This is an optimization exercise on Yosys and OpenROAD, whose aim is small area, not a production implementation.
RTL that was checked went through simulation tests only; none was proved equivalent to the original.
For run 2, only the layout was checked, not whether the RTL still works.
Power and IR drop assume default switching activity.

==> design.v <==
module cgra_pe_out_stream #(
    parameter int DATA_WIDTH   = 16,
    parameter int NUM_THREADS  = 8,
    parameter int THREAD_W     = 3,
    parameter int IGN_WIDTH    = 16,
    parameter int QTD_WIDTH    = 64,
    parameter int FIFO_AW      = 4,
    parameter int STALL_MARGIN = 4
) (
    input  logic                   i_clk,
    input  logic                   i_rst,
    input  logic                   i_en,
    input  logic                   i_in_valid,
    input  logic [THREAD_W-1:0]    i_in_thread,
    input  logic [DATA_WIDTH-1:0]  i_in_data,
    input  logic                   i_cfg_we,
    input  logic                   i_cfg_sel,
    input  logic [THREAD_W-1:0]    i_cfg_thread,
    input  logic [QTD_WIDTH-1:0]   i_cfg_data,
    output logic                   o_out_valid,
    input  logic                   i_out_ready,
    output logic [DATA_WIDTH-1:0]  o_out_data,
    output logic [THREAD_W-1:0]    o_out_thread,
    output logic                   o_out_last,
    output logic                   o_stall,
    output logic [NUM_THREADS-1:0] o_done,
    output logic                   o_all_done,
    output logic                   o_overflow
);
    localparam int DEPTH = 1 << FIFO_AW;
    localparam int EW    = THREAD_W + DATA_WIDTH + 1;
    logic [IGN_WIDTH-1:0]   r_ign_lim [NUM_THREADS];
    logic [IGN_WIDTH-1:0]   r_ign_rem [NUM_THREADS];
    logic [QTD_WIDTH-1:0]   r_qtd_rem [NUM_THREADS];
    logic [NUM_THREADS-1:0] r_armed;
    logic [NUM_THREADS-1:0] r_done;
    logic [NUM_THREADS-1:0] r_fresh;
    logic [EW-1:0]          r_mem [DEPTH];
    logic [FIFO_AW-1:0]     r_wr_ptr;
    logic [FIFO_AW-1:0]     r_rd_ptr;
    logic [FIFO_AW:0]       r_count;
    logic                   r_overflow;
    logic [NUM_THREADS-1:0] w_cfg_hit;
    logic [NUM_THREADS-1:0] w_in_hit;
    logic [IGN_WIDTH-1:0]   w_ign_sel;
    logic [QTD_WIDTH-1:0]   w_qtd_sel;
    logic                   w_cons;
    logic                   w_skip;
    logic                   w_acc;
    logic                   w_last;
    logic                   w_cfg_zero;
    logic                   w_full;
    logic                   w_pop;
    logic                   w_push;
    logic [EW-1:0]          w_head;
    always_comb begin
        for (int t = 0; t < NUM_THREADS; t++) begin
            w_cfg_hit[t] = i_cfg_we && (i_cfg_thread == THREAD_W'(t));
            w_in_hit[t]  = i_in_thread == THREAD_W'(t);
        end
    end
    always_comb begin
        w_ign_sel = '0;
        w_qtd_sel = '0;
        for (int t = 0; t < NUM_THREADS; t++) begin
            w_ign_sel = w_ign_sel | ({IGN_WIDTH{w_in_hit[t]}}
                                     & (r_fresh[t] ? r_ign_lim[t] : r_ign_rem[t]));
            w_qtd_sel = w_qtd_sel | ({QTD_WIDTH{w_in_hit[t]}} & r_qtd_rem[t]);
        end
    end
    assign w_cons     = i_en && i_in_valid && r_armed[i_in_thread] && !r_done[i_in_thread]
                        && !(i_cfg_we && (i_cfg_thread == i_in_thread));
    assign w_skip     = w_cons && (w_ign_sel != '0);
    assign w_acc      = w_cons && (w_ign_sel == '0);
    assign w_last     = w_qtd_sel == QTD_WIDTH'(1);
    assign w_cfg_zero = i_cfg_data == '0;
    assign w_full = r_count == (FIFO_AW+1)'(DEPTH);
    assign w_pop  = o_out_valid && i_out_ready;
    assign w_push = w_acc && (!w_full || w_pop);
    always_ff @(posedge i_clk) begin
        if (i_rst) begin
            r_armed <= '0;
            r_done  <= '0;
        end else begin
            for (int t = 0; t < NUM_THREADS; t++) begin
                if (w_cfg_hit[t]) begin
                    if (i_cfg_sel) begin
                        r_armed[t] <= 1'b1;
                        r_done[t]  <= w_cfg_zero;
                    end
                end else if (w_acc && w_in_hit[t]) begin
                    r_done[t] <= w_last;
                end
            end
        end
    end
    logic [QTD_WIDTH-1:0] w_qtd_dec;
    logic [NUM_THREADS-1:0] w_qld, w_qdc, w_qhd;
    assign w_qtd_dec = w_qtd_sel - QTD_WIDTH'(1);
    always_comb begin
        for (int t = 0; t < NUM_THREADS; t++) begin
            w_qld[t] = w_cfg_hit[t] && i_cfg_sel;
            w_qdc[t] = !w_cfg_hit[t] && w_acc && w_in_hit[t];
            w_qhd[t] = !w_qld[t] && !w_qdc[t];
        end
    end
    always_ff @(posedge i_clk) begin
        for (int t = 0; t < NUM_THREADS; t++) begin
            r_qtd_rem[t] <= ({QTD_WIDTH{w_qld[t]}} & i_cfg_data)
                          | ({QTD_WIDTH{w_qdc[t]}} & w_qtd_dec)
                          | ({QTD_WIDTH{w_qhd[t]}} & r_qtd_rem[t]);
            if (w_cfg_hit[t]) begin
                r_fresh[t] <= 1'b1;
            end else if (w_skip && w_in_hit[t]) begin
                r_fresh[t]   <= 1'b0;
                r_ign_rem[t] <= w_ign_sel - IGN_WIDTH'(1);
            end
        end
    end
    logic [IGN_WIDTH-1:0] w_lim_d;
    assign w_lim_d = i_rst ? '0 : i_cfg_data[IGN_WIDTH-1:0];
    always_ff @(posedge i_clk) begin
        for (int t = 0; t < NUM_THREADS; t++)
            if (i_rst || (w_cfg_hit[t] && !i_cfg_sel)) r_ign_lim[t] <= w_lim_d;
    end
    always_ff @(posedge i_clk) begin
        if (i_rst) begin
            r_wr_ptr   <= '0;
            r_rd_ptr   <= '0;
            r_count    <= '0;
            r_overflow <= 1'b0;
        end else begin
            if (w_push) r_wr_ptr <= r_wr_ptr + FIFO_AW'(1);
            if (w_pop)  r_rd_ptr <= r_rd_ptr + FIFO_AW'(1);
            case ({w_push, w_pop})
                2'b10:   r_count <= r_count + (FIFO_AW+1)'(1);
                2'b01:   r_count <= r_count - (FIFO_AW+1)'(1);
                default: r_count <= r_count;
            endcase
            if (w_acc && w_full && !w_pop) r_overflow <= 1'b1;
        end
    end
    always_ff @(posedge i_clk) begin
        if (w_push) r_mem[r_wr_ptr] <= {w_last, i_in_thread, i_in_data};
    end
    assign o_out_valid  = r_count != '0;
    always_comb begin
        w_head = '0;
        for (int k = 0; k < DEPTH; k++)
            w_head = w_head | ({EW{r_rd_ptr == FIFO_AW'(k)}} & r_mem[k]);
    end
    assign {o_out_last, o_out_thread, o_out_data} = w_head;
    assign o_stall      = r_count >= (FIFO_AW+1)'(DEPTH - STALL_MARGIN);
    assign o_done       = r_done;
    assign o_all_done   = (|r_armed) && !(|(r_armed & ~r_done)) && (r_count == '0);
    assign o_overflow   = r_overflow;
endmodule
==> flow/run.sh <==
#!/bin/bash
# The standard layout (the standard.sh) with three changes:
#  - combinational logic mapped by an area-oriented ABC script (flow/abc_area.script), run
#    in place of ORFS's through a copy of ORFS's scripts folder; registers are unchanged;
#  - port buffers use the smallest buffer cell, sky130_fd_sc_hd__buf_1;
#  - the clock tree is built from clkbuf_4 cells in small clusters, without dummy loads.
# standard.sh's full output goes to standard.log; ORFS's own logs stay under orfs/logs.
set -euo pipefail
here=$(pwd)
mkdir -p scripts
for f in "$FLOW_HOME"/scripts/*; do ln -sf "$f" scripts/; done
rm -f scripts/abc_area.script
cp flow/abc_area.script scripts/abc_area.script
bash standard.sh SCRIPTS_DIR="$here/scripts" ABC_AREA=1 \
    "BUFFER_PORTS_ARGS=-buffer_cell sky130_fd_sc_hd__buf_1" \
    "CTS_ARGS=-sink_clustering_enable -repair_clock_nets -buf_list sky130_fd_sc_hd__clkbuf_4 -sink_clustering_size 8 -sink_clustering_max_diameter 80 -dont_use_dummy_load" \
    finish > standard.log 2>&1
==> flow/abc_area.script <==
&get -n
&st
&dch
&nf -R 1000
&st
&syn2
&dch
&nf -R 1000
&put
buffer -c
topo
stime -c
upsize -c
dnsize -c
==> standard.sh <==
#!/bin/bash
# synth_recipe.tcl (not shown) runs the flow's synth.tcl, then flattens the netlist and writes it again
# the make line also repeats each setting of config.mk as NAME=value (left out here)
make -C /OpenROAD-flow-scripts/flow DESIGN_CONFIG=/design/flow/config.mk WORK_HOME=/design/flow/orfs CLKGATE_MAP_FILE= SYNTH_SCRIPT=/design/flow/synth_recipe.tcl "${@:-finish}"
==> config.mk <==
export PLATFORM = sky130hd
export DESIGN_NAME = cgra_pe_out_stream
export DESIGN_NICKNAME = cgra_pe_out_stream
export VERILOG_FILES = /design/flow/design.v
export SDC_FILE = /design/flow/constraint.sdc
export NUM_CORES = 4
export LEC_CHECK = 0
export CAP_MARGIN = 20
export CORE_MARGIN = 2
export CORE_UTILIZATION = 65
export SLEW_MARGIN = 20
==> constraint.sdc <==
create_clock -name core_clock -period 6.0 [get_ports {i_clk}]
set_input_delay 1.2000 -clock core_clock [delete_from_list [all_inputs] [get_ports {i_clk}]]
set_output_delay 1.2000 -clock core_clock [all_outputs]
set_load 0.01 [all_outputs]
==> summary.txt, run 1 <==
Placement
  • Post-Place Setup Slack: -0.0247 ns
  • Number of port buffers: 124
  • Placed Area: approximately 50,000 µm²
  • HPWL Detailed: 88,500 µm
  • Final GP Congestion: 0.922

Synth
  • Synth area leaders: edfxtp_1, dfxtp_1, nand2_1
  • Post-synth EDFFs: 576
  • Post-synth top area share: 36.8%
  • Yosys cell types: between 60 and 70
  • Largest area contributor in the netlist: edfxtp_1
  • Top_reg_cell synth: edfxtp_1
  • Ys async rst share: 0%
  • Most common cell in the netlist: nand2_1
  • Commonest cells post-synth: nand2_1, edfxtp_1, dfxtp_1
  • Seq/Total Area, Yosys: 60.2%
  • Synth warn: 4
  • Cells after Synth: 4,288
  • Mapped Area: 47,000 µm²
  • Net Count, Synth: 4,398
  • FF+latch count, synth: ~1,100
  • Syn Area/Cell: 11.0 µm²

Floorplan
  • Die area: 74,500 µm²
  • Die width: 273 µm
  • Initial Utilization: 65.7%
  • Core area: 71,600 µm²
  • Row Count: 98
  • IO Count: 125
  • Die Y: about 270 µm

Setup path
  • Crit path max fanout: 15
  • Startpoint types: input pin
  • Worst EP required: 6.90 ns
  • CP Class: input pin to register
  • CP bufs+invs: 7
  • Critical path capture point type: register
  • Slowest stage delay, CP: 0.60 ns
  • Worst path cell trace: clkbuf_4 > buf_4 > or3_1 > buf_4 > o22ai_1 > nor4_1 > nand2_1 > nor3_1 > nand3_1 > nor3_1 > buf_4 > inv_1 > ha_1 > inv_1 > fa_1 > inv_1 > a21o_1 > a21oi_1 > xnor2_1 > or3_1 > a21oi_1
  • Reg2Reg Setup Slack: 1.01 ns
  • Critical-path top delay cell: or3_1
  • CP top delay family: simple AND/OR/NAND/NOR gates
  • Worst EP arrival: 6.00 ns

Detailed routing
  • Drc violations: 0
  • Initial DRC Count: 5,582
  • WL/cell: 29.1 µm
  • Vias per inst: between 7 and 8
  • DR pass1 iterations: 8
  • Via count: 37,600
  • Final Routed Wirelength: 155,000 µm
  • Antenna violation net count after detailed routing: 0

Global routing
  • Initial antenna violation count: 6
  • Met1 Usage GRT: ~56%
  • Met2 GRT Util: 63.6%
  • GRT Util Overall: 41.1%
  • Grt ovf: 0
  • First-pass GRT wire length: 229,000 µm
  • Vias in the first global route: 35,900
  • Largest net degree at the start of global routing: 67
  • Met3 usage: 8.06%
  • GRT Max-Usage Layer: met2

Timing
  • Min Tclk post-route: 5.09 ns
  • Final Hold Violating Endpoints: 0
  • Final Hold Slack: just under 0.5 ns
  • Finish-stage setup viols: 0
  • Unrepaired setup endpoints after global routing: false
  • Slack of the critical path: around 0.91 ns
  • Layout Skew: 0.127 ns
  • Max-slew headroom: 18.5%
  • Fmax: ~200 MHz
  • Tcrit/Tclk final: 84.9%
  • Slew at the pin closest to its max-slew limit: 1.22 ns
  • Max Slew Vio Count: 0

Power and ir drop
  • Seq pwr share: 58.7%
  • Combinational fraction of design power: 18.7%
  • PD cells: 322 nW/µm²
  • Pint: 11,300 µW
  • Switching Fraction: 29.9%
  • Leak: 0.0180 µW
  • Psw: 4830 µW
  • Clock network power share: a little under a quarter
  • Peak VDD IR: 0.000237 V

Final layout
  • Final Instance Area: 50,200 µm²
  • Final net count: 4,491
  • Area grow syn2layout: 6.75%
  • Fraction of layout cells with a size suffix above 1: 9.61%
  • Fill cells: 5,470

Clock tree
  • CTS max path bufs: 3
  • Root buffer cell: clkbuf_4
  • CTS Hold Buffers Added: 0
  • CTS HTree Levels: 4
  • Inserted Clock Buffers: 158
  • CTS tree: yes
  • Sink Count: approximately 1,100
  • CTS resizes: 0
  • Worst-path clk slew: 0.09 ns
  • Clock latency (worst-skew pair): 1.07 ns
  • Post-CTS setup buffers: 0

Job
  • Max-cap viol count: 0

Hold path
  • Worst Hold Class: register to register

Status
  • Outcome: complete, no violations
final cells by class:
type / instances / area [µm²] / area share [%]
inverters: 61 / 229 / 0.456
clock buffers: 158 / 1190 / 2.36
multi-input cells: 2738 / 17300 / 34.5
diodes: 2 / 5.00 / 0.00997
well taps: 950 / 1190 / 2.37
repair buffers: 296 / 1950 / 3.88
flip-flops and latches: 1126 / 28300 / 56.4
per-layer routing:
layer / up-vias / share of wire, %
met5: - / 0.015
met4: 4 / 5.0
met3: 520 / 12
met2: 2684 / 45
met1: 18100 / 38
li1: 16200 / -
per-stage QoR:
| stage | std cells | TNS [ns] | util (%) | total power, µW |
|---|---|---|---|---|
| 2_1_floorplan | 4288 | 0 | - | 11600 |
| 3_3_place_gp | 5170 | 0 | 68.4 | 12500 |
| 3_5_place_dp | 5171 | -0.0247 | 68.4 | 12600 |
| 4_1_cts | 5329 | 0 | 70.1 | 16100 |
| 5_1_grt | 5331 | 0 | 70.1 | 16800 |
| 6_report | 5331 | 0 | 70.1 | 16200 |
worst paths after layout:
check / from / to / depth (start not counted)
setup / recovery: i_in_thread[0] / r_count[4] / 21
hold / removal: r_qtd_rem[7][13] / r_qtd_rem[7][13] / 2
setup reg to reg: r_fresh[0] / r_count[4] / 20
hold reg to reg: r_qtd_rem[7][13] / r_qtd_rem[7][13] / 2
kinds of logic after synthesis:
group,synth area share (%)
flip-flops,60.2
AND/OR/NAND/NOR,11.2
adder cells (fa/ha/maj),0.468
multiplexers,4.75
AO/OA/AOI/OAI,18.1
buffers and inverters,3.64
XOR/XNOR,1.54
worst register-to-register path: cells and delay by family (launching register included):
kind | cells | cell delay (ns)
AOI/OAI and AO/OA | 4 | 0.55
DFF | 1 | 0.83
xor gates and xnor gates | 1 | 0.08
muxes | 1 | 0.21
adders and majority gates | 2 | 0.45
and+or+nand+nor | 7 | 2.05
buffers and inverters | 5 | 0.73
state kept, by name, indices dropped and copies added, names as in the netlist, 5 cells and up:
register   flops
r_qtd_rem    512
r_mem        320
r_ign_lim    128
r_ign_rem    128
r_armed        8
r_done         8
r_fresh        8
r_count        5
power groups by stage:
stage / registers [µW] / logic [µW] / clock network [µW]
final: 9490 / 3020 / 3660
after global routing: 9560 / 3310 / 3970
after CTS: 9460 / 2970 / 3680
after detailed placement: 9630 / 2960 / 0
after global placement: 9620 / 2890 / 0
after floorplan: 9460 / 2130 / 0
cell usage in the layout (no fill, tap or decap), drive strengths merged, types with 9 or more instances in the layout:
cell,Yosys,final
and2,32,32
a211oi,15,15
clkbuf,266,162
nor3,44,44
a22oi,330,330
edfxtp,576,576
inv,60,60
and3,33,33
nand3,53,53
a21oi,47,47
ha,16,16
a22o,30,30
nand2,691,691
xnor2,54,54
mux2i,222,222
xor2,28,28
a221oi,36,36
buf,97,292
o22ai,111,111
nor4,32,32
nor2b,33,33
a221o,17,17
o211ai,270,270
nand2b,17,17
o21ai,275,275
nor2,190,190
a222oi,74,74
nand4,36,36
dfxtp,550,550
and4,9,9
==> run 2: changes to the inputs <==
--- a/design.v
+++ b/design.v
@@ -35,5 +35,4 @@
     logic [NUM_THREADS-1:0] r_armed;
     logic [NUM_THREADS-1:0] r_done;
-    logic [NUM_THREADS-1:0] r_fresh;
     logic [EW-1:0]          r_mem [DEPTH];
     logic [FIFO_AW-1:0]     r_wr_ptr;
@@ -53,5 +52,4 @@
     logic                   w_pop;
     logic                   w_push;
-    logic [EW-1:0]          w_head;
     always_comb begin
         for (int t = 0; t < NUM_THREADS; t++) begin
@@ -60,13 +58,6 @@
         end
     end
-    always_comb begin
-        w_ign_sel = '0;
-        w_qtd_sel = '0;
-        for (int t = 0; t < NUM_THREADS; t++) begin
-            w_ign_sel = w_ign_sel | ({IGN_WIDTH{w_in_hit[t]}}
-                                     & (r_fresh[t] ? r_ign_lim[t] : r_ign_rem[t]));
-            w_qtd_sel = w_qtd_sel | ({QTD_WIDTH{w_in_hit[t]}} & r_qtd_rem[t]);
-        end
-    end
+    assign w_ign_sel  = r_ign_rem[i_in_thread];
+    assign w_qtd_sel  = r_qtd_rem[i_in_thread];
     assign w_cons     = i_en && i_in_valid && r_armed[i_in_thread] && !r_done[i_in_thread]
                         && !(i_cfg_we && (i_cfg_thread == i_in_thread));
@@ -82,8 +73,11 @@
             r_armed <= '0;
             r_done  <= '0;
+            for (int t = 0; t < NUM_THREADS; t++) r_ign_lim[t] <= '0;
         end else begin
             for (int t = 0; t < NUM_THREADS; t++) begin
                 if (w_cfg_hit[t]) begin
-                    if (i_cfg_sel) begin
+                    if (!i_cfg_sel) begin
+                        r_ign_lim[t] <= i_cfg_data[IGN_WIDTH-1:0];
+                    end else begin
                         r_armed[t] <= 1'b1;
                         r_done[t]  <= w_cfg_zero;
@@ -95,32 +89,15 @@
         end
     end
-    logic [QTD_WIDTH-1:0] w_qtd_dec;
-    logic [NUM_THREADS-1:0] w_qld, w_qdc, w_qhd;
-    assign w_qtd_dec = w_qtd_sel - QTD_WIDTH'(1);
-    always_comb begin
-        for (int t = 0; t < NUM_THREADS; t++) begin
-            w_qld[t] = w_cfg_hit[t] && i_cfg_sel;
-            w_qdc[t] = !w_cfg_hit[t] && w_acc && w_in_hit[t];
-            w_qhd[t] = !w_qld[t] && !w_qdc[t];
-        end
-    end
     always_ff @(posedge i_clk) begin
         for (int t = 0; t < NUM_THREADS; t++) begin
-            r_qtd_rem[t] <= ({QTD_WIDTH{w_qld[t]}} & i_cfg_data)
-                          | ({QTD_WIDTH{w_qdc[t]}} & w_qtd_dec)
-                          | ({QTD_WIDTH{w_qhd[t]}} & r_qtd_rem[t]);
             if (w_cfg_hit[t]) begin
-                r_fresh[t] <= 1'b1;
+                r_ign_rem[t] <= i_cfg_sel ? r_ign_lim[t] : i_cfg_data[IGN_WIDTH-1:0];
+                if (i_cfg_sel) r_qtd_rem[t] <= i_cfg_data;
             end else if (w_skip && w_in_hit[t]) begin
-                r_fresh[t]   <= 1'b0;
                 r_ign_rem[t] <= w_ign_sel - IGN_WIDTH'(1);
+            end else if (w_acc && w_in_hit[t]) begin
+                r_qtd_rem[t] <= w_qtd_sel - QTD_WIDTH'(1);
             end
         end
-    end
-    logic [IGN_WIDTH-1:0] w_lim_d;
-    assign w_lim_d = i_rst ? '0 : i_cfg_data[IGN_WIDTH-1:0];
-    always_ff @(posedge i_clk) begin
-        for (int t = 0; t < NUM_THREADS; t++)
-            if (i_rst || (w_cfg_hit[t] && !i_cfg_sel)) r_ign_lim[t] <= w_lim_d;
     end
     always_ff @(posedge i_clk) begin
@@ -145,10 +122,5 @@
     end
     assign o_out_valid  = r_count != '0;
-    always_comb begin
-        w_head = '0;
-        for (int k = 0; k < DEPTH; k++)
-            w_head = w_head | ({EW{r_rd_ptr == FIFO_AW'(k)}} & r_mem[k]);
-    end
-    assign {o_out_last, o_out_thread, o_out_data} = w_head;
+    assign {o_out_last, o_out_thread, o_out_data} = r_mem[r_rd_ptr];
     assign o_stall      = r_count >= (FIFO_AW+1)'(DEPTH - STALL_MARGIN);
     assign o_done       = r_done;
==> run.sh (new file) <==
#!/bin/bash
# synth_recipe.tcl (not shown) runs the flow's synth.tcl, then flattens the netlist and writes it again
# the make line also repeats each setting of config.mk as NAME=value (left out here)
make -C /OpenROAD-flow-scripts/flow DESIGN_CONFIG=/design/flow/config.mk WORK_HOME=/design/flow/orfs CLKGATE_MAP_FILE= SYNTH_SCRIPT=/design/flow/synth_recipe.tcl finish
removed: flow/run.sh
removed: flow/abc_area.script
removed: standard.sh
==> run 2 against run 1 <==
Against the previous run:
- maximum frequency fell by 2.2%
- highest routed layer unchanged
- wire length is 5.9% higher
- critical path depth fell by 9
- largest cell class unchanged
==> summary.txt, run 2 <==
Synth
  • FF+latch count, synth: 1,122
  • Synth warn: 4
  • Synth area leaders: edfxtp_1, dfxtp_1, mux4_2
  • Post-synth top area share: about 55%
  • Largest area contributor in the netlist: edfxtp_1
  • Mapped Area: 52,700 µm²
  • Syn Area/Cell: 11.7 µm²
  • Yosys cell types: 87
  • Top_reg_cell synth: edfxtp_1
  • Net Count, Synth: 4,633
  • Seq/Total Area, Yosys: 60.8%
  • Commonest cells post-synth: edfxtp_1, nor2_1, a21oi_1
  • Ys async rst share: 0%
  • Most common cell in the netlist: edfxtp_1
  • Post-synth EDFFs: 960
  • Cells after Synth: 4,526

Global routing
  • Largest net degree at the start of global routing: ~110
  • First-pass GRT wire length: approximately 240,000 µm
  • Vias in the first global route: 37,100
  • Initial antenna violation count: 1
  • Grt ovf: 0
  • GRT Util Overall: 39.2%

Setup path
  • Worst path cell trace: buf_4 > buf_4 > nand2b_2 > buf_4 > o22ai_1 > o22ai_1 > nand4_1 > nor4_2 > buf_4 > and4_1 > nand4b_1 > a31oi_1
  • Crit path max fanout: 20
  • Startpoint types: input pin
  • Worst EP arrival: 5.72 ns
  • Critical path capture point type: register
  • Critical-path top delay cell: nor4_2
  • Worst EP required: 6.51 ns
  • CP Class: input pin to register
  • Slowest stage delay, CP: 0.85 ns
  • Cell mode on critical path: buf_4
  • Reg2Reg Setup Slack: between 1.5 and 2 ns

Clock tree
  • Worst-path clk slew: 0.06 ns
  • Root buffer cell: clkbuf_16
  • Clock latency (worst-skew pair): 0.69 ns
  • Post-CTS setup buffers: 0
  • Inserted Clock Buffers: 113
  • CTS tree: yes
  • CTS Hold Buffers Added: 0
  • CTS resizes: 0
  • CTS max path bufs: 3
  • CTS HTree Levels: 3
  • Sink Count: 1,122

Floorplan
  • Die area: 83,400 µm²
  • Row Count: ~100
  • Die width: 289 µm
  • IO Count: ~130
  • Die Y: 289 µm
  • Initial Utilization: 65.6%
  • Core area: 80,400 µm²

Final layout
  • Final net count: between 4,000 and 5,000
  • Area grow syn2layout: 12.7%
  • Final Instance Area: 59,400 µm²
  • Most common cell after layout, fill and taps aside: edfxtp_1
  • Fraction of layout cells with a size suffix above 1: 13.3%
  • Fill cells: between 5,000 and 6,000
  • Max reg flops: 512
  • Largest Register: r_qtd_rem
  • Final core occ: 73.9%
  • Most frequent cells in the layout: edfxtp_1, nor2_1, a21oi_1
  • Non-Filler Instances: 5,668
  • Top Registers: r_qtd_rem (512), r_mem (320)

Placement
  • Post-Place Cells: 5,455
  • Number of port buffers: 124
  • Final GP Congestion: 0.923
  • HPWL Detailed: 99,500 µm
  • Placed Area: 55,600 µm²

Power and ir drop
  • Leak: 0.0198 µW
  • PD cells: 296 nW/µm²
  • Peak VDD IR: 0.000261 V
  • Total Power: 17,600 µW

Detailed routing
  • Vias per inst: 6.87
  • Final Routed Wirelength: 164,000 µm
  • Drc violations: 0
  • DR pass1 iterations: 8
  • WL/cell: 29.0 µm
  • Via count: 38,900
  • Antenna violation net count after detailed routing: 0
  • Initial DRC Count: roughly 5,500

Timing
  • Final setup TNS: 0 ns
  • Max-slew headroom: between 20% and 30%
  • Tcrit/Tclk final: between 80% and 90%
  • Layout Skew: around 0.027 ns
  • Max Slew Vio Count: 0
  • Final Hold Violating Endpoints: 0
  • Finish-stage setup viols: 0
  • Slew at the pin closest to its max-slew limit: 1.13 ns
  • Fmax: 192 MHz
  • Unrepaired setup endpoints after global routing: false
  • Min Tclk post-route: 5.21 ns

Job
  • Max-cap viol count: 0

Status
  • Outcome: complete, no violations

Hold path
  • Worst Hold Class: register to register
-- run 2: worst max-delay path, delay by kind of cell --
kind,cells,cell delay [ns]
and+or+nand+nor,5,2.50
buffers and inverters,4,1.24
AOI/OAI and AO/OA,3,0.73
-- run 2: layout make-up --
cell class                      count  area (µm²)  area share, %
Tap cell                         1060        1330           2.23
Multi-Input combinational cell   2907       18800           31.7
Inverter                           50         188          0.316
Timing Repair Buffer              316        3160           5.32
Antenna cell                        1        2.50        0.00421
Sequential cell                  1122       32100           54.0
Clock buffer                      146        3070           5.16
Clock inverter                     66         797           1.34
-- run 2: per-stage QoR --
stage / setup WS (ns) / hold slack (ns)
global route: 0.641 / 0.469
global placement: 0.341 / 0.442
floorplan: -0.549 / 0.437
CTS: 0.968 / 0.456
detailed placement: 0.290 / 0.447
finish: 0.793 / 0.456
-- run 2: metal layers --
metal | vias up | part of all wire [%] | track usage [%]
met3 | 440 | 12 | 7.40
met1 | 18800 | 37 | 53.1
li1 | 17000 | - | -
met5 | - | 0.0091 | 0.227
met4 | 2 | 4.3 | 16.4
met2 | 2722 | 47 | 62.8
-- run 2: kinds of logic after synthesis --
group,synth area share [%]
AOI/OAI and AO/OA,14.2
xor gates and xnor gates,0.894
adders and majority gates,0.346
buffers and inverters,4.09
DFF,60.8
muxes,8.53
and+or+nand+nor,11.2
-- run 2: power by group --
group	leakage [µW]	switching [µW]	internal, µW
combinational	0.00791	1030	532
sequential	0.0100	26.6	8640
clock	0.00188	3050	4340
total	0.0198	4100	13500
-- run 2: final timing paths --
| kind | from | end | cells after the start |
|---|---|---|---|
| setup / recovery | i_in_thread[2] | r_qtd_rem[6][58] | 12 |
| hold / removal | r_ign_lim[5][11] | r_ign_lim[5][11] | 2 |
| setup reg to reg | r_qtd_rem[3][0] | r_qtd_rem[6][58] | 12 |
| hold reg to reg | r_ign_lim[5][11] | r_ign_lim[5][11] | 2 |

## re-timing with driven ports
The flow's constraints put no driver on any port. The routed layouts listed below were extracted and timed again, unchanged, in two steps. Step 1 (the two cells are an assumption about what drives the block):
set clk [get_ports {i_clk}]
set_driving_cell -lib_cell sky130_fd_sc_hd__clkbuf_16 $clk
set_driving_cell -lib_cell sky130_fd_sc_hd__buf_2 [delete_from_list [all_inputs] $clk]
Step 2 adds t to the input delays and takes it off the output delays; t is the mean of the earliest and latest rising clock arrival at the registers after step 1. Input paths then give back, and output paths get back, about the clock's delay inside the block. Three values: ideal, step 1, step 2; two values: the first two.
run | t, ns | setup slack, ns | hold slack, ns | worst data-port slew with drivers (ns)
run 1 | 1.075 | 0.906 / 0.947 / -0.128 | 0.482 / 0.482 / 0.482 | 0.11
run 2 | 0.756 | 0.793 / 0.781 / 0.025 | 0.456 / 0.456 / 0.456 | 0.10
With both steps, setup timing fails in run 1, where it was met with ideal ports. The setup slack of run 1, which loses most, moves by +0.041 ns with the drivers and by -1.034 ns with both steps.
